Context: an optimization exercise on an open-source flow, tuned for small area, a short achievable clock period and few clock cycles per item. The choices shown serve that exercise and are no tape-out recipe.
Where RTL was checked, it was by simulation tests only, not by an equivalence proof against the original.
Function not checked in runs 1 and 2: the RTL went through the layout flow alone.
Power figures rest on the tool's default switching activity, not on a simulated workload.

<file path="design.v">
`default_nettype none
module soc_axi_regfile #(
  parameter int TAGW      = 16,
  parameter int MEM_BYTES = 64,
  parameter int NUM_LOG   = 2,
  parameter int ADDRW     = 13
) (
  input  logic                   aclk,
  input  logic                   rst,
  input  logic                   arvalid,
  output logic                   arready,
  input  logic [31:0]            araddr,
  input  logic [TAGW-1:0]        arid,
  input  logic [7:0]             arlen,
  input  logic [1:0]             arburst,
  input  logic [2:0]             arsize,
  output logic                   rvalid,
  input  logic                   rready,
  output logic [31:0]            rdata,
  output logic [1:0]             rresp,
  output logic [TAGW-1:0]        rid,
  output logic                   rlast,
  input  logic                   awvalid,
  output logic                   awready,
  input  logic [31:0]            awaddr,
  input  logic [TAGW-1:0]        awid,
  input  logic [7:0]             awlen,
  input  logic [1:0]             awburst,
  input  logic [2:0]             awsize,
  input  logic                   wvalid,
  output logic                   wready,
  input  logic [31:0]            wdata,
  input  logic [3:0]             wstrb,
  input  logic                   wlast,
  output logic                   bvalid,
  input  logic                   bready,
  output logic [1:0]             bresp,
  output logic [TAGW-1:0]        bid,
  input  logic [31:0]            gpio_in,
  output logic [31:0]            gpio_out,
  output logic [31:0]            pauser,
  output logic [255:0]           cptra_obf_key,
  input  logic [8*NUM_LOG-1:0]   log_char,
  input  logic [NUM_LOG-1:0]     log_empty,
  input  logic [NUM_LOG-1:0]     log_full,
  output logic [NUM_LOG-1:0]     log_rd
);
  localparam int          NW            = MEM_BYTES / 4;    
  localparam int          WAW           = ADDRW - 2;        
  localparam int          MWW           = $clog2(NW);
  localparam logic [1:0]  C_BURST_FIXED = 2'b00;
  localparam logic [1:0]  C_BURST_WRAP  = 2'b10;
  localparam logic [WAW-1:0] C_LOG_WBASE = WAW'(32'h1000 >> 2);
  logic w_unused;
  assign w_unused = ^{araddr[31:ADDRW], araddr[1:0], awaddr[31:ADDRW], awaddr[1:0], wlast};
  logic [NW-1:0][31:0] mem_q;    
  localparam int DW = NW + 2 * NUM_LOG + 1;
  function automatic logic [DW-1:0] rdec(input logic [WAW-1:0] a, input logic bad);
    logic [NW-1:0]      sel;
    logic [NUM_LOG-1:0] ld, ls;
    logic               ok;
    sel = '0; ld = '0; ls = '0; ok = 1'b0;
    if (!bad) begin
      if (a[WAW-1:MWW] == '0) begin
        ok = 1'b1;
        sel[a[MWW-1:0]] = 1'b1;
      end
      for (int n = 0; n < NUM_LOG; n++) begin
        if (a[WAW-1:1] == (C_LOG_WBASE[WAW-1:1] | (WAW-1)'(n))) begin
          ok = 1'b1;
          if (a[0]) ls[n] = 1'b1;
          else      ld[n] = 1'b1;
        end
      end
    end
    rdec = {ok, ls, ld, sel};
  endfunction
  logic            rh_v_q, rt_v_q;
  logic [WAW-1:0]  rh_addr_q, rt_addr_q;
  logic [7:0]      rh_rem_q, rt_len_q;
  logic            rh_last_q;
  logic            rh_fixed_q, rt_fixed_q;
  logic            rh_bad_q, rt_bad_q;
  logic [TAGW-1:0] rh_id_q, rt_id_q;
  logic [NW-1:0]   rh_sel_q;
  logic [NUM_LOG-1:0] rh_ld_q, rh_ls_q;
  logic            rh_ok_q;
  logic            arready_q;
  logic            rvalid_q;
  logic [31:0]     rdata_q;
  logic            rerr_q;
  logic [TAGW-1:0] rid_q;
  logic            rlast_q;
  logic [NUM_LOG-1:0] rpop_q;
  logic [NUM_LOG-1:0] log_rd_q;
  logic            ar_hs;
  logic            ar_bad;
  logic            ar_fixed;
  logic            r_free;
  logic            r_gen;
  logic            r_adv;
  logic [31:0]     r_data;
  logic [NUM_LOG-1:0] r_pop;
  logic            r_block;
  logic [DW-1:0]   r_dec_nxt;    
  logic [DW-1:0]   r_dec_new;    
  logic [WAW-1:0]  r_addr_nxt;
  assign ar_hs    = arvalid & arready_q;
  assign ar_bad   = (arsize != 3'd2) || (arburst == C_BURST_WRAP);
  assign ar_fixed = (arburst == C_BURST_FIXED);
  assign r_free   = ~rvalid_q | rready;
  always_comb begin
    r_data = 32'h0;
    for (int w = 0; w < NW; w++) begin
      if (w == 2) r_data = r_data | ({32{rh_sel_q[w]}} & gpio_in);
      else        r_data = r_data | ({32{rh_sel_q[w]}} & mem_q[w]);
    end
    r_block = 1'b0;
    for (int n = 0; n < NUM_LOG; n++) begin
      r_data[8:0] = r_data[8:0] | ({9{rh_ld_q[n]}} & {~log_empty[n], log_char[8*n +: 8]});
      r_data[1:0] = r_data[1:0] | ({2{rh_ls_q[n]}} & {log_full[n], log_empty[n]});
      r_pop[n]    = rh_ld_q[n] & ~log_empty[n];
      r_block     = r_block | (rh_ld_q[n] & ((rvalid_q & rpop_q[n]) | log_rd_q[n]));
    end
  end
  assign r_gen      = rh_v_q & r_free & ~r_block;
  assign r_adv      = ~rh_v_q | (r_gen & rh_last_q);    
  assign r_addr_nxt = rh_fixed_q ? rh_addr_q : rh_addr_q + WAW'(1);
  logic r_at_top, r_at_logm1;
  logic [2*NUM_LOG-1:0] r_lw, r_lw_nxt;
  logic [NW-1:0] r_sel_nxt;
  assign r_at_top   = ~rh_bad_q & (rh_addr_q == '1);
  assign r_at_logm1 = ~rh_bad_q & (rh_addr_q == C_LOG_WBASE - WAW'(1));
  always_comb begin
    for (int n = 0; n < NUM_LOG; n++) begin
      r_lw[2*n]   = rh_ld_q[n];
      r_lw[2*n+1] = rh_ls_q[n];
    end
    r_lw_nxt  = {r_lw[2*NUM_LOG-2:0], r_at_logm1};
    r_sel_nxt = {rh_sel_q[NW-2:0], r_at_top};
    if (rh_fixed_q) begin
      r_dec_nxt = {rh_ok_q, rh_ls_q, rh_ld_q, rh_sel_q};
    end else begin
      r_dec_nxt[NW-1:0] = r_sel_nxt;
      for (int n = 0; n < NUM_LOG; n++) begin
        r_dec_nxt[NW+n]         = r_lw_nxt[2*n];
        r_dec_nxt[NW+NUM_LOG+n] = r_lw_nxt[2*n+1];
      end
      r_dec_nxt[DW-1] = (rh_ok_q & ~rh_sel_q[NW-1] & ~r_lw[2*NUM_LOG-1]) | r_at_top | r_at_logm1;
    end
  end
  assign r_dec_new  = rt_v_q ? rdec(rt_addr_q, rt_bad_q) : rdec(araddr[ADDRW-1:2], ar_bad);
  always_ff @(posedge aclk) begin
    if (rst) begin
      rh_v_q    <= 1'b0;
      rt_v_q    <= 1'b0;
      arready_q <= 1'b1;
      rvalid_q  <= 1'b0;
      rpop_q    <= '0;
      log_rd_q  <= '0;
    end else begin
      if (r_adv) begin
        rh_v_q <= rt_v_q | ar_hs;
        rt_v_q <= rt_v_q & ar_hs;
        arready_q <= ~(rt_v_q & ar_hs);
      end else begin
        rt_v_q <= rt_v_q | ar_hs;
        arready_q <= ~(rt_v_q | ar_hs);
      end
      if (r_free) rvalid_q <= r_gen;
      if (r_gen) rpop_q <= r_pop;
      else if (r_free) rpop_q <= '0;
      log_rd_q <= (rvalid_q & rready) ? rpop_q : '0;
    end
  end
  always_ff @(posedge aclk) begin
    if (r_adv) begin
      {rh_ok_q, rh_ls_q, rh_ld_q, rh_sel_q} <= r_dec_new;
      if (rt_v_q) begin
        rh_addr_q  <= rt_addr_q;
        rh_rem_q   <= rt_len_q;
        rh_last_q  <= (rt_len_q == 8'h0);
        rh_fixed_q <= rt_fixed_q;
        rh_bad_q   <= rt_bad_q;
        rh_id_q    <= rt_id_q;
      end else begin
        rh_addr_q  <= araddr[ADDRW-1:2];
        rh_rem_q   <= arlen;
        rh_last_q  <= (arlen == 8'h0);
        rh_fixed_q <= ar_fixed;
        rh_bad_q   <= ar_bad;
        rh_id_q    <= arid;
      end
    end else if (r_gen) begin
      rh_rem_q  <= rh_rem_q - 8'h1;
      rh_last_q <= (rh_rem_q == 8'h1);
      rh_addr_q <= r_addr_nxt;
      {rh_ok_q, rh_ls_q, rh_ld_q, rh_sel_q} <= r_dec_nxt;
    end
    if (ar_hs) begin
      rt_addr_q  <= araddr[ADDRW-1:2];
      rt_len_q   <= arlen;
      rt_fixed_q <= ar_fixed;
      rt_bad_q   <= ar_bad;
      rt_id_q    <= arid;
    end
    if (r_gen) begin
      rdata_q <= r_data;
      rerr_q  <= ~rh_ok_q;
      rid_q   <= rh_id_q;
      rlast_q <= rh_last_q;
    end
  end
  logic            wh_v_q, wt_v_q;
  logic [WAW-1:0]  wh_addr_q, wt_addr_q;
  logic [7:0]      wh_rem_q, wt_len_q;
  logic            wh_fixed_q, wt_fixed_q;
  logic            wh_bad_q, wt_bad_q;
  logic            wh_err_q;
  logic [TAGW-1:0] wh_id_q, wt_id_q;
  logic            awready_q;
  logic            wready_q;
  logic            bvalid_q;
  logic            berr_q;
  logic [TAGW-1:0] bid_q;
  logic            aw_hs;
  logic            aw_bad;
  logic            w_hs;
  logic            w_hlast;
  logic            w_adv;
  logic            w_inrange;
  logic            w_wr;
  logic            wh_v_d, wt_v_d, bvalid_d;
  logic [7:0]      wh_rem_d;
  assign aw_hs     = awvalid & awready_q;
  assign aw_bad    = (awsize != 3'd2) || (awburst == C_BURST_WRAP);
  assign w_hs      = wvalid & wready_q;
  assign w_hlast   = (wh_rem_q == 8'h0);
  assign w_adv     = ~wh_v_q | (w_hs & w_hlast);
  assign w_inrange = (wh_addr_q[WAW-1:MWW] == '0);
  assign w_wr      = w_hs & ~wh_bad_q & w_inrange;
  always_comb begin
    if (w_adv) begin
      wh_v_d   = wt_v_q | aw_hs;
      wt_v_d   = wt_v_q & aw_hs;
      wh_rem_d = wt_v_q ? wt_len_q : awlen;
    end else begin
      wh_v_d   = wh_v_q;
      wt_v_d   = wt_v_q | aw_hs;
      wh_rem_d = w_hs ? wh_rem_q - 8'h1 : wh_rem_q;
    end
    bvalid_d = (bvalid_q & ~bready) | (w_hs & w_hlast);
  end
  always_ff @(posedge aclk) begin
    if (rst) begin
      wh_v_q    <= 1'b0;
      wt_v_q    <= 1'b0;
      awready_q <= 1'b1;
      wready_q  <= 1'b0;
      bvalid_q  <= 1'b0;
    end else begin
      wh_v_q    <= wh_v_d;
      wt_v_q    <= wt_v_d;
      awready_q <= ~wt_v_d;
      wready_q  <= wh_v_d & ((wh_rem_d != 8'h0) | ~bvalid_d);
      bvalid_q  <= bvalid_d;
    end
  end
  always_ff @(posedge aclk) begin
    wh_rem_q <= wh_rem_d;
    if (w_adv) begin
      wh_err_q <= 1'b0;
      if (wt_v_q) begin
        wh_addr_q  <= wt_addr_q;
        wh_fixed_q <= wt_fixed_q;
        wh_bad_q   <= wt_bad_q;
        wh_id_q    <= wt_id_q;
      end else begin
        wh_addr_q  <= awaddr[ADDRW-1:2];
        wh_fixed_q <= (awburst == C_BURST_FIXED);
        wh_bad_q   <= aw_bad;
        wh_id_q    <= awid;
      end
    end else if (w_hs) begin
      wh_err_q <= wh_err_q | wh_bad_q | ~w_inrange;
      if (!wh_fixed_q) wh_addr_q <= wh_addr_q + WAW'(1);
    end
    if (aw_hs) begin
      wt_addr_q  <= awaddr[ADDRW-1:2];
      wt_len_q   <= awlen;
      wt_fixed_q <= (awburst == C_BURST_FIXED);
      wt_bad_q   <= aw_bad;
      wt_id_q    <= awid;
    end
    if (w_hs & w_hlast) begin
      berr_q <= wh_err_q | wh_bad_q | ~w_inrange;
      bid_q  <= wh_id_q;
    end
  end
  logic [31:0] w_lane;
  assign w_lane = rst ? 32'h0 : wdata;
  for (genvar gw = 0; gw < NW; gw++) begin : g_word
    if (gw == 2) begin : g_hole
      assign mem_q[gw] = 32'h0;
    end else begin : g_store
      logic [31:0] word_q;
      for (genvar gb = 0; gb < 4; gb++) begin : g_byte
        logic en;
        assign en = rst | (w_wr & wstrb[gb] & (wh_addr_q[MWW-1:0] == MWW'(gw)));
        always_ff @(posedge aclk) begin
          if (en) word_q[8*gb +: 8] <= w_lane[8*gb +: 8];
        end
      end
      assign mem_q[gw] = word_q;
    end
  end
  assign arready  = arready_q;
  assign rvalid   = rvalid_q;
  assign rdata    = rdata_q;
  assign rresp    = {rerr_q, 1'b0};
  assign rid      = rid_q;
  assign rlast    = rlast_q;
  assign log_rd   = log_rd_q;
  assign awready  = awready_q;
  assign wready   = wready_q;
  assign bvalid   = bvalid_q;
  assign bresp    = {berr_q, 1'b0};
  assign bid      = bid_q;
  assign gpio_out = mem_q[0];
  assign pauser   = mem_q[3];
  for (genvar gi = 0; gi < 8; gi++) begin : g_key
    assign cptra_obf_key[32*gi +: 32] = mem_q[8+gi];
  end
endmodule
`default_nettype wire
</file>
<file path="flow/run.sh">
#!/bin/bash
# Standard ORFS layout; only the port buffers use a small plain buffer cell.
set -euo pipefail
export BUFFER_PORTS_ARGS="-buffer_cell sky130_fd_sc_hd__buf_1"
bash standard.sh > flow.log 2>&1
</file>
<file path="standard.sh">
#!/bin/bash
# synth_recipe.tcl (not shown) runs the flow's synth.tcl, then flattens the netlist and writes it again
# the make line also repeats each setting of config.mk as NAME=value (left out here)
make -C /OpenROAD-flow-scripts/flow DESIGN_CONFIG=/design/flow/config.mk WORK_HOME=/design/flow/orfs CLKGATE_MAP_FILE= SYNTH_SCRIPT=/design/flow/synth_recipe.tcl "${@:-finish}"
</file>
<file path="config.mk">
export PLATFORM = sky130hd
export DESIGN_NAME = soc_axi_regfile
export DESIGN_NICKNAME = soc_axi_regfile
export VERILOG_FILES = /design/flow/design.v
export SDC_FILE = /design/flow/constraint.sdc
export NUM_CORES = 4
export LEC_CHECK = 0
export CAP_MARGIN = 20
export CORE_MARGIN = 2
export CORE_UTILIZATION = 40
export PLACE_DENSITY = 0.6
export SETUP_SLACK_MARGIN = 1.9
export SLEW_MARGIN = 20
</file>
<file path="constraint.sdc">
create_clock -name core_clock -period 4.0 [get_ports {aclk}]
set_input_delay 0.8000 -clock core_clock [delete_from_list [all_inputs] [get_ports {aclk}]]
set_output_delay 0.8000 -clock core_clock [all_outputs]
set_load 0.01 [all_outputs]
</file>
==> summary.md, run 1 <==
| Metric | Value |
|---|---|
| Run status | `timing/DRC/antenna clean` |
| Clock network latency to the later pin of the worst-skew pair | `about 0.63 ns` |
| Pin count of the biggest net entering global routing | `57` |
| Total power density per cell area | `526 nW/µm²` |
| Proportion of synthesized chip area in sequential cells | `approximately three quarters` |
| Dpl cell area | `about 32000 µm²` |
| Weighted congestion reported at the end of routability-driven placement | `a little over 0.9` |
| Clock Pin Slew Worst Setup and Hold Paths | `about 0.060 ns` |
| Residual antenna-violating net count after detailed routing | `0` |
| Post-synthesis instance area | `about 29000 µm²` |
| Maximum buffer depth of the clock tree | `3` |
| Count of yosys warnings during synthesis | `1` |
| Total CTS buffers | `78` |
| Max cap viols | `0` |
| Largest fanout of any net on the critical path | `8` |
| Max Clk Rate | `452 MHz` |
| Period minus WS final | `about 2.2 ns` |
| Termination of the worst setup path | `g_word[14].g_store.word_q[12]` |
| Required time worst endpoint | `4.35 ns` |
| Level count of the clock H-tree | `3` |
| Final Cycle Share | `~55%` |
| Total negative slack | `0 ns` |
| Post-synth EDFFs | `slightly above 700` |
| Type of element launching the critical path | `flop` |
| Cell area after layout | `approximately 37000 µm²` |
| Placement Setup Slack | `between 0.7 and 0.8 ns` |
| Die boundary width | `~270 µm` |
| Port bufs | `between 500 and 600` |
| Worst setup path class | `reg2reg` |
| Chip height | `271 µm` |
| Fill cell instance count of the final layout | `5929` |
| Number of register bits inferred by synthesis | `between 700 and 800` |
| Core Box Area | `roughly 71000 µm²` |
| Setup ws final | `1.79 ns` |
| Leading cell types in the layout, fill and taps excluded | `edfxtp_1, buf_1, a22o_1` |
| Setup skew after layout | `0.0318 ns` |
| DR pass1 iterations | `5` |
| Post-detailed-routing wire length | `~100000 µm` |
| CTS sink count | `around 730` |
| Worst R2R Setup Slack | `1.79 ns` |
| Starting density of the core | `approximately 40%` |
| Remaining routing DRC violations | `0` |
| Antenna violations before repair | `12` |
| Top-Level Pins | `614` |
| Hold_buf cts | `0` |
| Launching element of the worst setup path | `wh_addr_q[6]` |
| Total global routing track utilization | `around 27%` |
| Master cell of the clock root buffer | `clkbuf_16` |
| Final Hold Slack | `0.367 ns` |
| Worst hold-check path type | `in2reg` |
| Count of cell types in the netlist | `62` |
| Avg Synthesized Cell Area | `16.5 µm²` |
| Arrival time of the worst setup path | `~2.6 ns` |
| Die footprint | `between 70000 and 80000 µm²` |
| Area growth from synthesis to final layout | `30.7%` |
| Post-Synthesis Cells | `about 1.7k` |
| Wire length of the first global-routing pass | `~140000 µm` |
| Actual transition at the worst max-transition pin | `around 1.1 ns` |
| Via-to-Cell Ratio | `5.75` |
| Detailed-route wire length per cell | `29.1 µm` |
| Number of global-route vias before repair | `roughly 20k` |
| Most used DFF post-synth | `edfxtp_1` |
| Detailed router's first-iteration violation count | `between 2k and 2.5k` |
| Placement Rows | `98` |
| Fin. Hold Viols | `0` |
| Headroom to the max-slew limit | `between 20% and 30%` |
| Critical Path Sink Type | `flop` |
| Placed wire-length estimate after detailed placement | `approximately 68000 µm` |
| Overall via count from detail_route | `around 20k` |
| Worst IR Drop VDD | `about 0.33 mV` |
| RSZ-0062 raised after global routing | `true` |
| Fraction of layout instances using a drive strength above 1 | `a little under a fifth` |
| Crit Reg-Reg Endpoint | `g_word[14].g_store.word_q[12]` |
| Slew Limit Fails | `0` |
| Worst Reg2Reg Path Length in Cells | `9` |
| Congestion Overflow GR | `0` |
| Final setup violation count | `0` |
| Layout net count | `roughly 2.7k` |
| R2R Path Start | `wh_addr_q[6]` |
| TritonCTS clock tree | `done` |
| Leakage component of the power | `roughly 13 nW` |
| Most frequent standard cell in the layout excluding fill and tap cells | `edfxtp_1` |
| Ys async rst share | `0%` |
[sequential cells by signal (all words and copies together) (netlist names), 2 cells and up]
| register | cells |
|---|---|
| rid_q | 16 |
| rh_sel_q | 16 |
| wt_addr_q | 11 |
| log_rd_q | 2 |
| g_word.g_store.word_q | 480 |
| rdata_q | 32 |
| rt_id_q | 16 |
| rh_id_q | 16 |
| wt_len_q | 8 |
| rh_ld_q | 2 |
| rt_len_q | 8 |
| rh_ls_q | 2 |
| wh_id_q | 16 |
| bid_q | 16 |
| rh_addr_q | 11 |
| wt_id_q | 16 |
| rt_addr_q | 11 |
| rh_rem_q | 8 |
| wh_rem_q | 8 |
| wh_addr_q | 11 |
| rpop_q | 2 |
[logic make-up (layout without fill, tap and decap cells)]
group,count (synthesis),in the layout,share of synthesized area (%)
xor gates and xnor gates,24,24,0.735
adders and majority gates,17,17,0.735
and+or+nand+nor,326,326,6.17
buffers and inverters,125,912,1.74
DFF,731,731,76.0
muxes,65,65,2.43
AOI/OAI and AO/OA,441,441,12.2
other,1,9,0.0131
[worst min path at each step]
stage               start          end  slack [ns]  depth (start not counted)
3_5_place_dp   wh_id_q[1]     bid_q[1]        0.40                          0
5_1_grt          awid[10]  wt_id_q[10]        0.36                          1
4_1_cts           awid[2]   wt_id_q[2]        0.33                          1
6_report         awid[14]  wt_id_q[14]        0.37                          1
2_1_floorplan  wh_id_q[0]     bid_q[0]        0.40                          0
3_3_place_gp   rh_id_q[6]     rid_q[6]        0.40                          0
[critical path: stages (launching register included)]
cell and delay, ns:
edfxtp_1 0.40, nor4_2 0.30, nand2_1 0.16, nor2_4 0.19, buf_8 0.17, buf_6 0.11
nand2_4 0.07, buf_12 0.18, o21bai_4 0.17, buf_12 0.16
[stage by stage]
step / total power, mW / util, % / instances
finish: 19.7 / 52.6 / 3475
global route: 20.3 / 52.6 / 3474
CTS: 19.7 / 52.2 / 3456
detailed placement: 12.4 / 45.6 / 3210
global placement: 12.3 / 45.6 / 3210
floorplan: 11.1 / - / 1731
[synth_stat cells (5+ instances only)]
| cell type | instances | area (µm²) |
|---|---|---|
| xnor2_1 | 8 | 70.1 |
| dfxtp_1 | 22 | 440 |
| a22o_1 | 124 | 1090 |
| mux2_2 | 36 | 405 |
| and3_1 | 15 | 93.8 |
| nand4_1 | 36 | 225 |
| buf_2 | 8 | 40.0 |
| nand2b_1 | 8 | 50.1 |
| ha_1 | 16 | 200 |
| a22oi_1 | 30 | 225 |
| o21bai_1 | 61 | 458 |
| nor2b_1 | 53 | 332 |
| nand3_1 | 53 | 265 |
| a31oi_1 | 21 | 131 |
| o21ai_0 | 14 | 70.1 |
| a221oi_1 | 119 | 1040 |
| xor2_1 | 16 | 140 |
| nand2_1 | 56 | 210 |
| clkbuf_1 | 76 | 285 |
| nor3_1 | 11 | 55.1 |
| nor2_1 | 51 | 191 |
| a21oi_1 | 21 | 105 |
| a211oi_1 | 13 | 97.6 |
| mux2i_1 | 29 | 290 |
| nor4_1 | 11 | 68.8 |
| buf_1 | 13 | 48.8 |
| edfxtp_1 | 709 | 21300 |
| o21ai_1 | 19 | 95.1 |
| or4_1 | 5 | 37.5 |
| inv_1 | 22 | 82.6 |
[layout make-up]
cell class	instances	area [µm²]	share of cell area [%]
multi-input cells	875	7280	19.5
inverters	24	123	0.328
clock inverters	45	438	1.17
flip-flops and latches	731	21700	58.1
diodes	7	17.5	0.0468
clock buffers	97	2070	5.55
well taps	950	1190	3.18
repair buffers	746	4540	12.1
[per-layer routing]
layer	vias up	GRT usage (%)	wire (µm)
li1	8541	-	-
met5	-	0	77
met2	1069	45.3	50000
met3	195	7.39	9290
met1	10156	32.9	38200
met4	12	10.2	3670
[power breakdown]
group | internal (mW) | leakage [nW] | switching (mW)
Sequential | 9.18 | 6.99 | 0.396
Combinational | 1.08 | 4.34 | 1.91
Clock | 4.09 | 1.21 | 3.02
[timing repair]
action	CTS	global route
gates cloned	4	0
buffers inserted	100	12
resized for setup	133	58
pin swaps	61	17
setup endpoints to repair	692	686
==> inputs of run 2 (changes only) <==
--- a/config.mk
+++ b/config.mk
@@ -7,7 +7,9 @@
 export LEC_CHECK = 0
 export CAP_MARGIN = 20
 export CORE_MARGIN = 2
-export CORE_UTILIZATION = 40
-export PLACE_DENSITY = 0.6
+export CORE_UTILIZATION = 55
+export CTS_CLUSTER_DIAMETER = 100
+export CTS_CLUSTER_SIZE = 30
+export PLACE_DENSITY = 0.7
 export SETUP_SLACK_MARGIN = 1.9
 export SLEW_MARGIN = 20
==> summary.md, run 2 <==
| Metric | Value |
|---|---|
| Run status | `timing/DRC/antenna clean` |
| Total power density per cell area | `458 nW/µm² (-13%)` |
| Worst hold-check path type | `in2reg` |
| Crit path max-delay family | `simple AND/OR/NAND/NOR gates` |
| Die boundary width | `232 µm (-15%)` |
| Worst IR Drop VDD | `0.374 mV (+14%)` |
| Largest fanout of any net on the critical path | `8 (unchanged)` |
| Post-Synthesis Cells | `1730 (unchanged)` |
| Remaining routing DRC violations | `0 (unchanged)` |
| Starting density of the core | `55.7% (+15 points)` |
| Largest register FFs | `480 (unchanged)` |
| DR pass1 iterations | `5 (unchanged)` |
| Number of global-route vias before repair | `19.1k (-3.3%)` |
| Count of cell types in the netlist | `62 (unchanged)` |
| Total negative slack | `0 ns (unchanged)` |
| Placement Rows | `83 (-15%)` |
| Period minus WS final | `2.25 ns (+0.0420 ns)` |
| Top-Level Pins | `614 (unchanged)` |
| Overall power after layout | `16.2 mW (-18%)` |
| Master cell of the clock root buffer | `clkbuf_16` |
| Area growth from synthesis to final layout | `23.9%` |
| Weighted congestion reported at the end of routability-driven placement | `0.931 (+2.1%)` |
| Most used DFF post-synth | `edfxtp_1` |
| Worst setup path class | `reg2reg` |
| Proportion of synthesized chip area in sequential cells | `76.0% (unchanged)` |
| Max Clk Rate | `444 MHz (-1.9%)` |
| Setup ws final | `1.75 ns (-0.0420 ns)` |
| Post-synthesis instance area | `28600 µm² (unchanged)` |
| Chip height | `232 µm (-15%)` |
| Final setup violation count | `0 (unchanged)` |
| Type of element launching the critical path | `flop` |
| Detailed-route wire length on metal 1 | `33300 µm (-13%)` |
| Final Cycle Share | `56.3% (+1.1 points)` |
| Met2 WL post-DR | `45000 µm (-9.9%)` |
| Headroom to the max-slew limit | `22.7% (-7.0 points)` |
| Congestion Overflow GR | `0 (unchanged)` |
| Slew Limit Fails | `0 (unchanged)` |
| Met3 layer wire length in the routed design | `10300 µm (+11%)` |
| Dpl cell area | `32000 µm² (-1.4%)` |
| Largest registers in the final layout | `g_word.g_store.word_q: 480 flops, rdata_q: 32 flops` |
| Required time worst endpoint | `4.33 ns (-0.02 ns)` |
| Critical Path Sink Type | `flop` |
| Highest-delay cell along the critical path | `edfxtp_1` |
| Fin. Hold Viols | `0 (unchanged)` |
| Wire length of the first global-routing pass | `127000 µm (-10%)` |
| Antenna violations before repair | `7 (-5)` |
| Ys async rst share | `0% (unchanged)` |
| Port bufs | `568 (unchanged)` |
| CTS sink count | `731 (unchanged)` |
| Leakage component of the power | `11.7 nW (-6.4%)` |
| Buffer and inverter count on the worst path | `1 (-3)` |
| Clock network latency to the later pin of the worst-skew pair | `0.61 ns (-0.02 ns)` |
| Maximum buffer depth of the clock tree | `3 (unchanged)` |
| Most frequent standard cell in the layout excluding fill and tap cells | `edfxtp_1` |
| Total global routing track utilization | `32.9% (+6.1 points)` |
| Count of yosys warnings during synthesis | `1 (unchanged)` |
| Core Box Area | `51400 µm² (-28%)` |
| List of most frequent post-synthesis cells | `edfxtp_1, a22o_1, a221oi_1` |
| Post-synth top area cell | `edfxtp_1` |
| Detailed router's first-iteration violation count | `2467 (+6.9%)` |
| Slowest stage delay, CP | `0.58 ns (+0.18 ns)` |
| Post-detailed-routing wire length | `92000 µm (-9.1%)` |
| Top post-synthesis cells by area | `edfxtp_1, a22o_1, a221oi_1` |
| Highest routing layer actually used | `met5` |
| Setup skew after layout | `0.0183 ns (-0.0135 ns)` |
| Register name with the most flops | `g_word.g_store.word_q` |
| Placement Setup Slack | `0.696 ns (-0.0540 ns)` |
| Leading cell types in the layout, fill and taps excluded | `edfxtp_1, buf_1, a22o_1` |
| Arrival time of the worst setup path | `2.58 ns (+0.02 ns)` |
| Residual antenna-violating net count after detailed routing | `0 (unchanged)` |
| Via-to-Cell Ratio | `6.38 (+11%)` |
| Number of register bits inferred by synthesis | `731 (unchanged)` |
| Avg Synthesized Cell Area | `16.5 µm² (unchanged)` |
| Count leader, synth | `edfxtp_1` |
| Level count of the clock H-tree | `1 (-2)` |
| TritonCTS clock tree | `done` |
| Max cap viols | `0 (unchanged)` |
| Cell area after layout | `35500 µm² (-5.2%)` |
| Clock Pin Slew Worst Setup and Hold Paths | `0.12 ns (+0.06 ns)` |
| Layout net count | `2650 (-1.5%)` |
| Die footprint | `53900 µm² (-27%)` |
| Top-area cell type share of the netlist area | `74.4% (unchanged)` |
| Post-synth EDFFs | `709 (unchanged)` |
| Fraction of layout instances using a drive strength above 1 | `16.9% (-2.2 points)` |
| Detailed-route wire length per cell | `29.5 µm (+1.2%)` |
| Chain of cells forming the critical path | `nor2b_1 -> nand2_1 -> o21bai_4 -> buf_12` |
| Total CTS buffers | `28 (-64%)` |
| Actual transition at the worst max-transition pin | `1.16 ns (+0.104 ns)` |
| Placed wire-length estimate after detailed placement | `61300 µm (-10%)` |
| RSZ-0062 raised after global routing | `true` |
| Pin count of the biggest net entering global routing | `62 (+8.8%)` |
| Overall via count from detail_route | `19.9k (-0.39%)` |
-- run 2: path summary, 6_finish.rpt --
check | startpoint | depth (start not counted) | to | slack (ns)
setup reg to reg | wh_addr_q[3] | 4 | g_word[8].g_store.word_q[14] | 1.75
setup / recovery | wh_addr_q[3] | 4 | g_word[8].g_store.word_q[14] | 1.75
hold / removal | arid[15] | 1 | rt_id_q[15] | 0.37
hold reg to reg | rh_id_q[10] | 0 | rid_q[10] | 0.43
-- run 2: area by class of cell --
type,instances,area (µm²)
Tap cell,680,851
Fill cell,3475,16000
Inverter,24,116
Clock buffer,51,853
Sequential cell,731,21700
Multi-Input combinational cell,878,7380
Timing Repair inverter,2,13.8
Clock inverter,1,11.3
Antenna cell,2,5.00
Timing Repair Buffer,751,4480
-- run 2: per-layer routing --
metal | vias to the layer above | global-route usage, %
li1 | 8419 | -
met1 | 9940 | 42.2
met2 | 1329 | 54.6
met3 | 197 | 8.60
met4 | 10 | 11.5
met5 | - | 0
-- run 2: worst reg2reg max path, cell delays in order, from the launching register on --
cell and delay [ns]:
edfxtp_1 0.58, nor2b_1 0.47, nand2_1 0.45, o21bai_4 0.30, buf_12 0.18
-- run 2: stage by stage --
stage          hold slack (ns)  std cells  util, %
2_1_floorplan            0.400       1731        -
3_3_place_gp             0.402       2922     62.2
3_5_place_dp             0.405       2922     62.2
4_1_cts                  0.348       3091     67.8
5_1_grt                  0.363       3119     69.0
6_report                 0.368       3120     69.0
-- run 2: cells by family (layout without fill, tap and decap cells) --
group	count (synthesis)	in the layout	share of synthesized area, %
other	1	4	0.0131
buffers and inverters	125	829	1.74
XOR/XNOR	24	24	0.735
multiplexers	65	65	2.43
flip-flops	731	731	76.0
AO/OA/AOI/OAI	441	443	12.2
AND/OR/NAND/NOR	326	327	6.17
adder cells (fa/ha/maj)	17	17	0.735
-- run 2: repair_timing --
item                                    4_1_cts  5_1_grt
pin swaps                                    59       14
gates resized for setup                      88       79
hold buffers                                  0        0
buffers inserted                            113       24
gates cloned                                  4        3
endpoints found under the setup margin      722      729
endpoints found under the hold margin         0        0
-- run 2: power by group --
part / total (mW) / internal, mW / switching, mW
clock network: 3.69 / 1.48 / 2.21
registers: 9.57 / 9.17 / 0.403
logic: 2.96 / 1.09 / 1.87
==> inputs of run 3 (changes only) <==
--- a/design.v
+++ b/design.v
@@ -214,6 +214,8 @@
   logic            wh_v_q, wt_v_q;
   logic [WAW-1:0]  wh_addr_q, wt_addr_q;
   logic [7:0]      wh_rem_q, wt_len_q;
+  logic            wh_last_q;
+  logic            wh_ok_q;        
   logic            wh_fixed_q, wt_fixed_q;
   logic            wh_bad_q, wt_bad_q;
   logic            wh_err_q;
@@ -225,31 +227,33 @@
   logic [TAGW-1:0] bid_q;
   logic            aw_hs;
   logic            aw_bad;
+  logic            aw_fixed;
   logic            w_hs;
-  logic            w_hlast;
   logic            w_adv;
-  logic            w_inrange;
   logic            w_wr;
-  logic            wh_v_d, wt_v_d, bvalid_d;
+  logic            wh_v_d, wt_v_d, wh_last_d, bvalid_d;
   logic [7:0]      wh_rem_d;
-  assign aw_hs     = awvalid & awready_q;
-  assign aw_bad    = (awsize != 3'd2) || (awburst == C_BURST_WRAP);
-  assign w_hs      = wvalid & wready_q;
-  assign w_hlast   = (wh_rem_q == 8'h0);
-  assign w_adv     = ~wh_v_q | (w_hs & w_hlast);
-  assign w_inrange = (wh_addr_q[WAW-1:MWW] == '0);
-  assign w_wr      = w_hs & ~wh_bad_q & w_inrange;
+  logic [WAW-1:0]  w_addr_nxt;
+  assign aw_hs      = awvalid & awready_q;
+  assign aw_bad     = (awsize != 3'd2) || (awburst == C_BURST_WRAP);
+  assign aw_fixed   = (awburst == C_BURST_FIXED);
+  assign w_hs       = wvalid & wready_q;
+  assign w_adv      = ~wh_v_q | (w_hs & wh_last_q);
+  assign w_wr       = w_hs & wh_ok_q;
+  assign w_addr_nxt = wh_addr_q + WAW'(1);
   always_comb begin
     if (w_adv) begin
-      wh_v_d   = wt_v_q | aw_hs;
-      wt_v_d   = wt_v_q & aw_hs;
-      wh_rem_d = wt_v_q ? wt_len_q : awlen;
+      wh_v_d    = wt_v_q | aw_hs;
+      wt_v_d    = wt_v_q & aw_hs;
+      wh_rem_d  = wt_v_q ? wt_len_q : awlen;
+      wh_last_d = (wh_rem_d == 8'h0);
     end else begin
-      wh_v_d   = wh_v_q;
-      wt_v_d   = wt_v_q | aw_hs;
-      wh_rem_d = w_hs ? wh_rem_q - 8'h1 : wh_rem_q;
+      wh_v_d    = wh_v_q;
+      wt_v_d    = wt_v_q | aw_hs;
+      wh_rem_d  = w_hs ? wh_rem_q - 8'h1 : wh_rem_q;
+      wh_last_d = w_hs ? (wh_rem_q == 8'h1) : wh_last_q;
     end
-    bvalid_d = (bvalid_q & ~bready) | (w_hs & w_hlast);
+    bvalid_d = (bvalid_q & ~bready) | (w_hs & wh_last_q);
   end
   always_ff @(posedge aclk) begin
     if (rst) begin
@@ -262,43 +266,51 @@
       wh_v_q    <= wh_v_d;
       wt_v_q    <= wt_v_d;
       awready_q <= ~wt_v_d;
-      wready_q  <= wh_v_d & ((wh_rem_d != 8'h0) | ~bvalid_d);
+      wready_q  <= wh_v_d & (~wh_last_d | ~bvalid_d);
       bvalid_q  <= bvalid_d;
     end
   end
   always_ff @(posedge aclk) begin
-    wh_rem_q <= wh_rem_d;
+    wh_rem_q  <= wh_rem_d;
+    wh_last_q <= wh_last_d;
     if (w_adv) begin
       wh_err_q <= 1'b0;
       if (wt_v_q) begin
         wh_addr_q  <= wt_addr_q;
+        wh_ok_q    <= ~wt_bad_q & (wt_addr_q[WAW-1:MWW] == '0);
         wh_fixed_q <= wt_fixed_q;
         wh_bad_q   <= wt_bad_q;
         wh_id_q    <= wt_id_q;
       end else begin
         wh_addr_q  <= awaddr[ADDRW-1:2];
-        wh_fixed_q <= (awburst == C_BURST_FIXED);
+        wh_ok_q    <= ~aw_bad & (awaddr[ADDRW-1:MWW+2] == '0);
+        wh_fixed_q <= aw_fixed;
         wh_bad_q   <= aw_bad;
         wh_id_q    <= awid;
       end
     end else if (w_hs) begin
-      wh_err_q <= wh_err_q | wh_bad_q | ~w_inrange;
-      if (!wh_fixed_q) wh_addr_q <= wh_addr_q + WAW'(1);
+      wh_err_q <= wh_err_q | ~wh_ok_q;
+      if (!wh_fixed_q) begin
+        wh_addr_q <= w_addr_nxt;
+        wh_ok_q   <= ~wh_bad_q & (w_addr_nxt[WAW-1:MWW] == '0);
+      end
     end
     if (aw_hs) begin
       wt_addr_q  <= awaddr[ADDRW-1:2];
       wt_len_q   <= awlen;
-      wt_fixed_q <= (awburst == C_BURST_FIXED);
+      wt_fixed_q <= aw_fixed;
       wt_bad_q   <= aw_bad;
       wt_id_q    <= awid;
     end
-    if (w_hs & w_hlast) begin
-      berr_q <= wh_err_q | wh_bad_q | ~w_inrange;
+    if (w_hs & wh_last_q) begin
+      berr_q <= wh_err_q | ~wh_ok_q;
       bid_q  <= wh_id_q;
     end
   end
   logic [31:0] w_lane;
+  logic [3:0]  w_go;
   assign w_lane = rst ? 32'h0 : wdata;
+  assign w_go   = {4{w_wr}} & wstrb;
   for (genvar gw = 0; gw < NW; gw++) begin : g_word
     if (gw == 2) begin : g_hole
       assign mem_q[gw] = 32'h0;
@@ -306,7 +318,7 @@
       logic [31:0] word_q;
       for (genvar gb = 0; gb < 4; gb++) begin : g_byte
         logic en;
-        assign en = rst | (w_wr & wstrb[gb] & (wh_addr_q[MWW-1:0] == MWW'(gw)));
+        assign en = rst | (w_go[gb] & (wh_addr_q[MWW-1:0] == MWW'(gw)));
         always_ff @(posedge aclk) begin
           if (en) word_q[8*gb +: 8] <= w_lane[8*gb +: 8];
         end
--- a/config.mk
+++ b/config.mk
@@ -9,7 +9,7 @@
 export CORE_MARGIN = 2
 export CORE_UTILIZATION = 55
 export CTS_CLUSTER_DIAMETER = 100
-export CTS_CLUSTER_SIZE = 30
+export CTS_CLUSTER_SIZE = 20
 export PLACE_DENSITY = 0.7
 export SETUP_SLACK_MARGIN = 1.9
 export SLEW_MARGIN = 20
==> summary.md, run 3 <==
| Metric | Value |
|---|---|
| Highest-delay cell along the critical path | `or4_4` |
| Total global routing track utilization | `33.4% (+0.53 points)` |
| Slew Limit Fails | `0 (unchanged)` |
| R2R Path Start | `wh_addr_q[0]` |
| Count of yosys warnings during synthesis | `1 (unchanged)` |
| CTS sink count | `733 (+0.27%)` |
| Remaining routing DRC violations | `0 (unchanged)` |
| List of most frequent post-synthesis cells | `edfxtp_1, a221oi_1, a22o_1` |
| Count leader, synth | `edfxtp_1` |
| Top-Level Pins | `614 (unchanged)` |
| Area growth from synthesis to final layout | `19.4%` |
| Weighted congestion reported at the end of routability-driven placement | `0.890 (-4.4%)` |
| Slowest stage delay, CP | `0.54 ns (-0.04 ns)` |
| Run status | `timing/DRC/antenna clean` |
| Largest register FFs | `480 (unchanged)` |
| Placed wire-length estimate after detailed placement | `62500 µm (+1.9%)` |
| Avg Synthesized Cell Area | `16.6 µm² (+0.32%)` |
| Type of element launching the critical path | `primary input` |
| HP Start | `awid[9]` |
| Worst IR Drop VDD | `0.401 mV (+7.2%)` |
| Pin count of the biggest net entering global routing | `78 (+26%)` |
| Port bufs | `568 (unchanged)` |
| Residual antenna-violating net count after detailed routing | `0 (unchanged)` |
| Post-synthesis instance area | `28700 µm² (+0.44%)` |
| Post-synth top area cell | `edfxtp_1` |
| Fraction of layout instances using a drive strength above 1 | `12.3% (-4.6 points)` |
| Worst Reg2Reg Path Length in Cells | `4 (unchanged)` |
| Proportion of synthesized chip area in sequential cells | `76.1% (+0.12 points)` |
| Number of register bits inferred by synthesis | `733 (+0.27%)` |
| Top post-synthesis cells by area | `edfxtp_1, a221oi_1, a22o_1` |
| Placement Rows | `83 (unchanged)` |
| Largest registers in the final layout | `g_word.g_store.word_q: 480 flops, rdata_q: 32 flops` |
| Max cap viols | `0 (unchanged)` |
| Leakage component of the power | `11.5 nW (-2.2%)` |
| Post-synth EDFFs | `718 (+1.3%)` |
| Overall via count from detail_route | `19.7k (-0.96%)` |
| Master cell of the clock root buffer | `clkbuf_16` |
| Overall power after layout | `16.7 mW (+3.0%)` |
| TritonCTS clock tree | `done` |
| Synth Area in Simple Gates | `6.01% (-0.16 points)` |
| Post-Synthesis Cells | `1732 (+0.12%)` |
| Clock Pin Slew Worst Setup and Hold Paths | `0.08 ns (-0.04 ns)` |
| Level count of the clock H-tree | `2 (+1)` |
| Headroom to the max-slew limit | `28.3% (+5.5 points)` |
| Total power density per cell area | `487 nW/µm² (+6.4%)` |
| Chip height | `233 µm (+0.21%)` |
| Worst R2R Setup Slack | `1.92 ns (+0.17 ns)` |
| Max Clk Rate | `461 MHz (+3.8%)` |
| Leading cell types in the layout, fill and taps excluded | `edfxtp_1, buf_1, a221oi_1` |
| Post-detailed-routing wire length | `92700 µm (+0.70%)` |
| Detailed-route wire length per cell | `30.4 µm (+3.1%)` |
| Die boundary width | `233 µm (+0.21%)` |
| Number of global-route vias before repair | `19.0k (-0.42%)` |
| Wire length of the first global-routing pass | `129000 µm (+1.6%)` |
| Detailed router's first-iteration violation count | `2243 (-9.1%)` |
| Die footprint | `54100 µm² (+0.43%)` |
| Worst setup path class | `in2reg` |
| Most frequent standard cell in the layout excluding fill and tap cells | `edfxtp_1` |
| Chain of cells forming the critical path | `buf_6 -> or4_4 -> or3_4 -> buf_12 -> nor4_4 -> nand3_1 -> a31oi_1` |
| Critical Path Sink Type | `flop` |
| Layout net count | `2580 (-2.6%)` |
| Compound-gate portion of the synthesized area | `12.0% (-0.21 points)` |
| Crit Reg-Reg Endpoint | `g_word[4].g_store.word_q[27]` |
| Setup skew after layout | `0.0161 ns (-0.00217 ns)` |
| RSZ-0062 raised after global routing | `true` |
| Period minus WS final | `2.17 ns (-0.0834 ns)` |
| Final setup violation count | `0 (unchanged)` |
| Via-to-Cell Ratio | `6.47 (+1.4%)` |
| Actual transition at the worst max-transition pin | `1.07 ns (-0.0828 ns)` |
| Maximum buffer depth of the clock tree | `3 (unchanged)` |
| Most used DFF post-synth | `edfxtp_1` |
| Count of cells along the worst hold path | `1 (unchanged)` |
| Core Box Area | `51500 µm² (+0.20%)` |
| Hold path endpoint | `wt_id_q[9]` |
| Final Cycle Share | `54.3% (-2.1 points)` |
| Portion of netlist area occupied by mux cells | `2.35% (-0.085 points)` |
| Starting density of the core | `55.8% (+0.13 points)` |
| Register name with the most flops | `g_word.g_store.word_q` |
| Antenna violations before repair | `5 (-2)` |
| Fin. Hold Viols | `0 (unchanged)` |
| XOR/XNOR Fraction of Synth Area | `1.04% (+0.30 points)` |
| Top-area cell type share of the netlist area | `75.0% (+0.62 points)` |
| Ys async rst share | `0% (unchanged)` |
| Total negative slack | `0 ns (unchanged)` |
| Clock network latency to the later pin of the worst-skew pair | `0.60 ns (about the same)` |
| DR pass1 iterations | `5 (unchanged)` |
| Area share of fa/ha/maj cells after synthesis | `0.775% (+0.040 points)` |
| Arrival time of the worst setup path | `2.60 ns (+0.02 ns)` |
| Hold_buf cts | `0 (unchanged)` |
| Congestion Overflow GR | `0 (unchanged)` |
| Total CTS buffers | `42 (+50%)` |
| Required time worst endpoint | `4.43 ns (+0.10 ns)` |
| Main combinational cell family by area after synthesis | `compound AO/OA/AOI/OAI gates` |
| Worst hold-check path type | `in2reg` |
| Largest fanout of any net on the critical path | `4 (-4)` |
| Count of cell types in the netlist | `56 (-9.7%)` |
run 3: cell types whose count changed after synthesis, sizes merged, moves of 6 or more:
cell and delta:
a31oi -14, a32oi +10, buf -8, clkbuf +12, dfxtp -7, edfxtp +9, nand2 +16, nand3 -33
nor4 +6, xnor2 +7
run 3: layout make-up:
| cell class | count | area [µm²] |
|---|---|---|
| clock inverter | 1 | 5.00 |
| tap | 680 | 851 |
| timing repair buffer | 673 | 3160 |
| fill | 3722 | 17200 |
| sequential | 733 | 21900 |
| antenna | 4 | 10.0 |
| inverter | 22 | 82.6 |
| multi-input combinational | 873 | 7140 |
| clock buffer | 61 | 1210 |
run 3: cells by family (layout without fill, tap and decap cells):
kind of cell / Yosys count / in the layout
buffers and inverters: 127 / 757
muxes: 63 / 63
other: 1 / 6
adders and majority gates: 18 / 18
AOI/OAI and AO/OA: 439 / 439
xor gates and xnor gates: 34 / 34
and+or+nand+nor: 317 / 317
DFF: 733 / 733
run 3: metrics by stage:
step           hold WS, ns  cells  setup WS [ns]  utilization [%]  instance area (µm²)
2_1_floorplan        0.400   1733           1.53                -                29000
3_3_place_gp         0.402   2931          0.708             62.0                31900
3_5_place_dp         0.405   2932          0.686             62.1                32000
4_1_cts              0.379   3036           1.80             66.1                34100
5_1_grt              0.398   3047           1.81             66.6                34300
6_report             0.392   3047           1.83             66.6                34300
run 3: where the power goes:
| part | leakage [nW] | switching, mW | internal [mW] |
|---|---|---|---|
| logic | 3.50 | 1.79 | 0.918 |
| clock network | 0.589 | 2.38 | 2.10 |
| registers | 7.40 | 0.383 | 9.14 |
| total | 11.5 | 4.55 | 12.2 |
run 3: critical path: cells and delay by family:
family | cells | cell delay [ns]
simple gates | 4 | 1.34
buf+inv | 2 | 0.24
compound gates | 1 | 0.22
run 3: how the worst max path moves through the flow:
stage	end	start	cells after the start	slack [ns]
floorplan	rh_sel_q[12]	araddr[11]	5	1.53
global placement	g_word[10].g_store.word_q[22]	wvalid	4	0.71
detailed placement	g_word[11].g_store.word_q[21]	wvalid	4	0.69
CTS	g_word[7].g_store.word_q[10]	wh_addr_q[0]	3	1.80
global route	rh_sel_q[8]	araddr[10]	7	1.81
finish	rh_sel_q[8]	araddr[9]	7	1.83
run 3: what timing repair did:
item / 4_1_cts / 5_1_grt
hold endpoints to repair: 0 / 0
gates resized for setup: 80 / 29
setup endpoints to repair: 592 / 156
cloned: 0 / 1
buffers inserted: 42 / 6
pin swaps: 23 / 10
run 3: per-layer routing:
metal	GRT usage, %	part of all wire (%)	routed length (µm)	up-vias
met5	0	0.017	16	-
met4	10.1	3.1	2900	2
met3	5.86	10	9500	191
met2	55.8	49	45700	1370
met1	45.2	37	34600	9882
li1	-	-	-	8260
Testbench counts of run 3, summed over its fixed seeds: cycles 11,516, items 2,560.
==> inputs of run 4 (changes only) <==
--- a/config.mk
+++ b/config.mk
@@ -11,5 +11,5 @@
 export CTS_CLUSTER_DIAMETER = 100
 export CTS_CLUSTER_SIZE = 20
 export PLACE_DENSITY = 0.7
-export SETUP_SLACK_MARGIN = 1.9
+export SETUP_SLACK_MARGIN = 2.1
 export SLEW_MARGIN = 20
==> summary.md, run 4 <==
| Metric | Value |
|---|---|
| Proportion of synthesized chip area in sequential cells | `76.1% (unchanged)` |
| Count leader, synth | `edfxtp_1` |
| Setup skew after layout | `0.0208 ns (+0.00469 ns)` |
| Run status | `timing/DRC/antenna clean` |
| Cell area after layout | `38700 µm² (+13%)` |
| Worst hold-check path type | `in2reg` |
| Number of global-route vias before repair | `19.8k (+4.2%)` |
| Fill cell instance count of the final layout | `3127 (-16%)` |
| Required time worst endpoint | `4.46 ns (+0.03 ns)` |
| Fin. Hold Viols | `0 (unchanged)` |
| Top post-synthesis cells by area | `edfxtp_1, a221oi_1, a22o_1` |
| Leakage component of the power | `14.7 nW (+28%)` |
| Post-Synthesis Cells | `1732 (unchanged)` |
| Master cell of the clock root buffer | `clkbuf_16` |
| Clock network latency to the later pin of the worst-skew pair | `0.62 ns (+0.02 ns)` |
| Largest registers in the final layout | `g_word.g_store.word_q: 480 flops, rdata_q: 32 flops` |
| Post-detailed-routing wire length | `101000 µm (+9.0%)` |
| Final setup violation count | `0 (unchanged)` |
| Overall via count from detail_route | `21.3k (+8.3%)` |
| Clock Pin Slew Worst Setup and Hold Paths | `0.09 ns (about the same)` |
| Dpl cell area | `32200 µm² (+0.63%)` |
| Port bufs | `568 (unchanged)` |
| Layout net count | `2874 (+11%)` |
| Leading cell types in the layout, fill and taps excluded | `edfxtp_1, buf_4, clkbuf_2` |
| DR pass1 iterations | `5 (unchanged)` |
| Wire length of the first global-routing pass | `134000 µm (+3.4%)` |
| Post-synthesis instance area | `28700 µm² (unchanged)` |
| Via-to-Cell Ratio | `6.37 (-1.5%)` |
| CTS sink count | `733 (unchanged)` |
| Register name with the most flops | `g_word.g_store.word_q` |
| Placed wire-length estimate after detailed placement | `62700 µm (+0.38%)` |
| Antenna violations before repair | `8 (+3)` |
| Post-synth EDFFs | `718 (unchanged)` |
| Arrival time of the worst setup path | `2.66 ns (+0.06 ns)` |
| Fraction of layout instances using a drive strength above 1 | `38.6% (+26 points)` |
| Die boundary width | `233 µm (unchanged)` |
| Total CTS buffers | `42 (unchanged)` |
| Starting density of the core | `55.8% (unchanged)` |
| Weighted congestion reported at the end of routability-driven placement | `0.916 (+3.0%)` |
| Congestion Overflow GR | `0 (unchanged)` |
| Detailed-route wire length per cell | `30.2 µm (-0.88%)` |
| Slowest stage delay, CP | `0.54 ns (about the same)` |
| Area growth from synthesis to final layout | `34.7%` |
| Core Box Area | `51500 µm² (unchanged)` |
| RSZ-0062 raised after global routing | `true` |
| List of most frequent post-synthesis cells | `edfxtp_1, a221oi_1, a22o_1` |
| Count of yosys warnings during synthesis | `1 (unchanged)` |
| Die footprint | `54100 µm² (unchanged)` |
| Slew Limit Fails | `0 (unchanged)` |
| Overall power after layout | `17.4 mW (+3.9%)` |
| Placement Rows | `83 (unchanged)` |
| Total power density per cell area | `448 nW/µm² (-7.9%)` |
| Headroom to the max-slew limit | `28.2% (-0.11 points)` |
| Detailed router's first-iteration violation count | `3047 (+36%)` |
| Post-synth top area cell | `edfxtp_1` |
| Ys async rst share | `0% (unchanged)` |
| Top-Level Pins | `614 (unchanged)` |
| Most frequent standard cell in the layout excluding fill and tap cells | `edfxtp_1` |
| Level count of the clock H-tree | `2 (unchanged)` |
| Residual antenna-violating net count after detailed routing | `0 (unchanged)` |
| Remaining routing DRC violations | `0 (unchanged)` |
| TritonCTS clock tree | `done` |
| Maximum buffer depth of the clock tree | `3 (unchanged)` |
| Avg Synthesized Cell Area | `16.6 µm² (unchanged)` |
| Most used DFF post-synth | `edfxtp_1` |
| Chain of cells forming the critical path | `buf_6 -> or4_4 -> or3_4 -> buf_6 -> or4_4 -> a31oi_4` |
| Top-area cell type share of the netlist area | `75.0% (unchanged)` |
| Max cap viols | `0 (unchanged)` |
| Count of cell types in the netlist | `56 (unchanged)` |
| Pin count of the biggest net entering global routing | `67 (-14%)` |
| Type of element launching the critical path | `primary input` |
| Worst IR Drop VDD | `0.384 mV (-4.1%)` |
| Critical Path Sink Type | `flop` |
| Largest register FFs | `480 (unchanged)` |
| Highest-delay cell along the critical path | `or4_4` |
| Number of register bits inferred by synthesis | `733 (unchanged)` |
| Total global routing track utilization | `34.7% (+1.3 points)` |
| Actual transition at the worst max-transition pin | `1.08 ns (+0.00165 ns)` |
| Largest fanout of any net on the critical path | `2 (-2)` |
| Period minus WS final | `2.19 ns (+0.0230 ns)` |
| Worst setup path class | `in2reg` |
| Max Clk Rate | `456 MHz (-1.0%)` |
| Chip height | `233 µm (unchanged)` |
| Final Cycle Share | `54.8% (+0.57 points)` |
| Total negative slack | `0 ns (unchanged)` |
==> run 4: changes by cell type in the layout (fill, tap and decap cells not counted), moves of 14 or more <==
cell and delta:
a221oi_2 +14, buf_1 -375, a221oi_1 -14, clkbuf_2 +229, buf_12 +50, o21bai_4 +14, buf_6 +89, buf_2 +59
buf_4 +235
==> run 4: stage by stage <==
step	setup slack (ns)	hold WS [ns]	cells	utilization, %
after global placement	0.896	0.402	2904	62.5
after detailed placement	0.862	0.406	2904	62.5
after CTS	1.88	0.354	3215	70.9
final	1.81	0.366	3350	75.2
after floorplan	1.53	0.400	1733	-
after global routing	1.81	0.352	3348	75.1
==> run 4: what timing repair did <==
action                                  4_1_cts  5_1_grt
gates resized for setup                     332      372
hold buffers                                  0        0
gates cloned                                  2        5
buffers inserted                            239      124
endpoints found under the setup margin     1449      839
pin swaps                                    62       38
==> run 4: worst max-delay path: cells and delay by family <==
family,cells,cell delay [ns]
AO/OA/AOI/OAI,1,0.18
buffers and inverters,2,0.22
AND/OR/NAND/NOR,3,1.46
==> run 4: cell type report <==
class	count	area (µm²)	share of cell area [%]
clock buffer	65	1140	2.94
clock inverter	5	43.8	0.113
antenna	5	12.5	0.0323
sequential	733	21900	56.5
multi-input combinational	874	7640	19.7
timing repair buffer	964	7030	18.2
inverter	22	98.8	0.255
tap	680	851	2.20
timing repair inverter	2	16.3	0.0420
==> run 4: worst paths after layout <==
path                              startpoint      endpoint  slack (ns)  cells past startpoint
worst min register to register    rh_id_q[0]      rid_q[0]        0.41                      0
worst min-delay path              araddr[10]  rt_addr_q[8]        0.37                      1
worst max-delay path              araddr[11]    rh_ls_q[1]        1.81                      6
worst max register to register  rt_addr_q[1]   rh_sel_q[3]        1.94                      7
==> run 4: power by group <==
group / total (mW) / internal (mW) / switching, mW
combinational: 3.42 / 1.39 / 2.02
sequential: 9.54 / 9.14 / 0.394
clock: 4.40 / 1.98 / 2.42
total: 17.4 / 12.5 / 4.83
==> run 4: routing by layer <==
layer / vias up / global-route usage, % / wire length [µm]
met5: - / 0 / 51
met4: 8 / 14.6 / 4510
met3: 264 / 7.78 / 11400
met2: 1590 / 56.4 / 49000
met1: 10606 / 45.5 / 36100
li1: 8872 / - / -
==> run 4: logic make-up after synthesis <==
kind of cell / synth area share [%]
xor gates and xnor gates: 1.04
AOI/OAI and AO/OA: 12.0
adders and majority gates: 0.775
and+or+nand+nor: 6.01
buffers and inverters: 1.72
muxes: 2.35
other: 0.0130
DFF: 76.1
==> inputs of run 5 (changes only) <==
--- a/config.mk
+++ b/config.mk
@@ -5,11 +5,12 @@
 export SDC_FILE = /design/flow/constraint.sdc
 export NUM_CORES = 4
 export LEC_CHECK = 0
+export ABC_CLOCK_PERIOD_IN_PS = 2000
 export CAP_MARGIN = 20
 export CORE_MARGIN = 2
 export CORE_UTILIZATION = 55
 export CTS_CLUSTER_DIAMETER = 100
 export CTS_CLUSTER_SIZE = 20
 export PLACE_DENSITY = 0.7
-export SETUP_SLACK_MARGIN = 2.1
+export SETUP_SLACK_MARGIN = 1.9
 export SLEW_MARGIN = 20
==> summary.md, run 5 <==
| Metric | Value |
|---|---|
| Final Hold Slack | `0.392 ns (+0.0255 ns)` |
| Share of power burned in combinational logic | `16.2% (-3.5 points)` |
| Congestion Overflow GR | `0 (unchanged)` |
| Max cap viols | `0 (unchanged)` |
| Max Clk Rate | `461 MHz (+1.1%)` |
| Wire length of the first global-routing pass | `129000 µm (-3.3%)` |
| Type of element launching the critical path | `primary input` |
| Top post-synthesis cells by area | `edfxtp_1, a221oi_1, a22o_1` |
| Worst Reg2Reg Path Length in Cells | `4 (-3)` |
| DR pass1 iterations | `5 (unchanged)` |
| Worst setup path class | `in2reg` |
| Fraction of layout instances using a drive strength above 1 | `12.3% (-26 points)` |
| Power Internal | `12.2 mW (-2.9%)` |
| Proportion of synthesized chip area in sequential cells | `76.1% (unchanged)` |
| Largest fanout of any net on the critical path | `4 (+2)` |
| Detailed router's first-iteration violation count | `2243 (-26%)` |
| Remaining routing DRC violations | `0 (unchanged)` |
| Number of register bits inferred by synthesis | `733 (unchanged)` |
| Post-detailed-routing wire length | `92700 µm (-8.2%)` |
| Placement Rows | `83 (unchanged)` |
| Power share of the clock group | `26.8% (+1.4 points)` |
| CTS sink count | `733 (unchanged)` |
| Chip height | `233 µm (unchanged)` |
| Critical Path Sink Type | `flop` |
| Final setup violation count | `0 (unchanged)` |
| Required time worst endpoint | `4.43 ns (-0.03 ns)` |
| Total CTS buffers | `42 (unchanged)` |
| Post-synth top area cell | `edfxtp_1` |
| Headroom to the max-slew limit | `28.3% (+0.11 points)` |
| Starting density of the core | `55.8% (unchanged)` |
| Number of global-route vias before repair | `19.0k (-4.0%)` |
| Leakage component of the power | `11.5 nW (-22%)` |
| Launching element of the worst setup path | `araddr[9]` |
| List of most frequent post-synthesis cells | `edfxtp_1, a221oi_1, a22o_1` |
| Die boundary width | `233 µm (unchanged)` |
| Most frequent standard cell in the layout excluding fill and tap cells | `edfxtp_1` |
| Placed wire-length estimate after detailed placement | `62500 µm (-0.38%)` |
| Final Cycle Share | `54.3% (-0.57 points)` |
| Actual transition at the worst max-transition pin | `1.07 ns (-0.00165 ns)` |
| Via-to-Cell Ratio | `6.47 (+1.5%)` |
| Post-synth EDFFs | `718 (unchanged)` |
| Setup skew after layout | `0.0161 ns (-0.00469 ns)` |
| Clock network latency to the later pin of the worst-skew pair | `0.60 ns (-0.02 ns)` |
| Count leader, synth | `edfxtp_1` |
| Area growth from synthesis to final layout | `19.4%` |
| Residual antenna-violating net count after detailed routing | `0 (unchanged)` |
| Avg Synthesized Cell Area | `16.6 µm² (unchanged)` |
| Most used DFF post-synth | `edfxtp_1` |
| Ys async rst share | `0% (unchanged)` |
| Count of cell types in the netlist | `56 (unchanged)` |
| Fin. Hold Viols | `0 (unchanged)` |
| Crit Reg-Reg Endpoint | `g_word[4].g_store.word_q[27]` |
| Termination of the worst setup path | `rh_sel_q[8]` |
| Period minus WS final | `2.17 ns (-0.0230 ns)` |
| Fraction of power spent switching nets | `27.2% (-0.64 points)` |
| Post-synthesis instance area | `28700 µm² (unchanged)` |
| Level count of the clock H-tree | `2 (unchanged)` |
| Multi-input gate area in the final layout | `7140 µm² (-6.5%)` |
| Hold_buf cts | `0 (unchanged)` |
| TritonCTS clock tree | `done` |
| Top-Level Pins | `614 (unchanged)` |
| Register name with the most flops | `g_word.g_store.word_q` |
| Layout net count | `2580 (-10%)` |
| Master cell of the clock root buffer | `clkbuf_16` |
| Maximum buffer depth of the clock tree | `3 (unchanged)` |
| Fraction of power consumed by sequential logic | `57.0% (+2.0 points)` |
| Switching power summed over all nets | `4.55 mW (-5.9%)` |
| Total negative slack | `0 ns (unchanged)` |
| Count of yosys warnings during synthesis | `1 (unchanged)` |
| Overall via count from detail_route | `19.7k (-7.7%)` |
| R2R Path Start | `wh_addr_q[0]` |
| Leading cell types in the layout, fill and taps excluded | `edfxtp_1, buf_1, a221oi_1` |
| Fill cell instance count of the final layout | `3722 (+19%)` |
| Detailed-route wire length per cell | `30.4 µm (+0.89%)` |
| Port bufs | `568 (unchanged)` |
| RSZ-0062 raised after global routing | `true` |
| Slew Limit Fails | `0 (unchanged)` |
| Die footprint | `54100 µm² (unchanged)` |
| Weighted congestion reported at the end of routability-driven placement | `0.890 (-2.9%)` |
| Largest registers in the final layout | `g_word.g_store.word_q: 480 flops, rdata_q: 32 flops` |
| Pin count of the biggest net entering global routing | `78 (+16%)` |
| Largest register FFs | `480 (unchanged)` |
| Post-Synthesis Cells | `1732 (unchanged)` |
| Antenna violations before repair | `5 (-3)` |
| Run status | `timing/DRC/antenna clean` |
| Register Area | `21900 µm² (about the same)` |
| Arrival time of the worst setup path | `2.60 ns (-0.06 ns)` |
| Worst R2R Setup Slack | `1.92 ns (-0.02 ns)` |
| Total power density per cell area | `487 nW/µm² (+8.6%)` |
| Worst IR Drop VDD | `0.401 mV (+4.2%)` |
| Top-area cell type share of the netlist area | `75.0% (unchanged)` |
| Total global routing track utilization | `33.4% (-1.3 points)` |
| Worst hold-check path type | `in2reg` |
| Core Box Area | `51500 µm² (unchanged)` |
| Clock Pin Slew Worst Setup and Hold Paths | `0.08 ns (about the same)` |
-- run 5: worst min-delay path by stage --
stage,from,to,slack [ns],cells past startpoint
floorplan,wh_id_q[0],bid_q[0],0.40,0
global placement,wh_id_q[6],bid_q[6],0.40,0
detailed placement,rh_id_q[13],rid_q[13],0.40,0
CTS,awid[9],wt_id_q[9],0.38,1
global route,arid[5],rt_id_q[5],0.40,1
finish,awid[9],wt_id_q[9],0.39,1
-- run 5: through the flow --
stage / cells / instance area [µm²] / setup WS, ns / power, mW / utilization [%]
floorplan: 1733 / 29000 / 1.53 / 11.0 / -
global placement: 2931 / 31900 / 0.708 / 12.1 / 62.0
detailed placement: 2932 / 32000 / 0.686 / 12.1 / 62.1
CTS: 3036 / 34100 / 1.80 / 16.6 / 66.1
global route: 3047 / 34300 / 1.81 / 17.2 / 66.6
finish: 3047 / 34300 / 1.83 / 16.7 / 66.6
-- run 5: kinds of logic (layout without fill, tap and decap cells) --
family | after synthesis | after routing | share of synthesized area [%]
adder cells (fa/ha/maj) | 18 | 18 | 0.775
multiplexers | 63 | 63 | 2.35
buffers and inverters | 127 | 757 | 1.72
XOR/XNOR | 34 | 34 | 1.04
AND/OR/NAND/NOR | 317 | 317 | 6.01
AO/OA/AOI/OAI | 439 | 439 | 12.0
flip-flops | 733 | 733 | 76.1
other | 1 | 6 | 0.0130
-- run 5: per-layer routing --
metal  part of all wire, %  up-vias  GRT usage, %
met5                 0.017        -             0
met3                    10      191          5.86
met2                    49     1370          55.8
li1                      -     8260             -
met4                   3.1        2          10.1
met1                    37     9882          45.2
-- run 5: cell type report --
cell class / instances / area share (%)
sequential: 733 / 63.7
multi-input combinational: 873 / 20.8
timing repair buffer: 673 / 9.21
clock buffer: 61 / 3.52
tap: 680 / 2.48
inverter: 22 / 0.241
antenna: 4 / 0.0292
clock inverter: 1 / 0.0146
-- run 5: power by group through the flow --
stage / Sequential (mW) / Combinational, mW / Clock, mW
floorplan: 9.67 / 1.29 / 0
global placement: 9.82 / 2.25 / 0
detailed placement: 9.84 / 2.30 / 0
CTS: 9.52 / 2.63 / 4.50
global route: 9.58 / 2.84 / 4.74
finish: 9.53 / 2.70 / 4.48
-- run 5: worst max-delay path, stage by stage --
cell and delay (ns):
buf_6 0.09, or4_4 0.54, or3_4 0.40, buf_12 0.15, nor4_4 0.23, nand3_1 0.17, a31oi_1 0.22
-- run 5: timing repair --
item | 4_1_cts | 5_1_grt
buffers inserted | 42 | 6
resized for setup | 80 | 29
endpoints found under the hold margin | 0 | 0
pin swaps | 23 | 10
cloned | 0 | 1
endpoints found under the setup margin | 592 | 156

[static timing again, ports no longer ideal]
The flow's constraints put no driver on any port. The routed layouts listed below were extracted and timed again, unchanged, in two steps. Step 1 assumes that a clkbuf_16 drives the clock port and a buf_2 every other input. Step 2 also shifts input and output timing later by t, the mid clock arrival at the registers, as if the neighbouring blocks saw the same clock. a / b / c = ideal ports / drivers / drivers and shift; a / b = the first two.
run | shift t [ns] | setup WS [ns] | latest minus earliest clock arrival (ns) | cell pins on the clock port's net
run 1 | 0.680 | 1.788 / 1.788 / 1.344 | 0.033 / 0.033 | 1
run 2 | 0.661 | 1.746 / 1.746 / 1.247 | 0.022 / 0.022 | 1
run 3 | 0.653 | 1.830 / 1.861 / 1.208 | 0.018 / 0.019 | 1
run 4 | 0.665 | 1.807 / 1.829 / 1.174 | 0.028 / 0.028 | 1
run 5 | 0.653 | 1.830 / 1.861 / 1.208 | 0.018 / 0.019 | 1
After both steps every run listed still meets setup and hold. The setup slack of run 4, which loses most, moves by +0.022 ns with the drivers and by -0.633 ns with both steps.
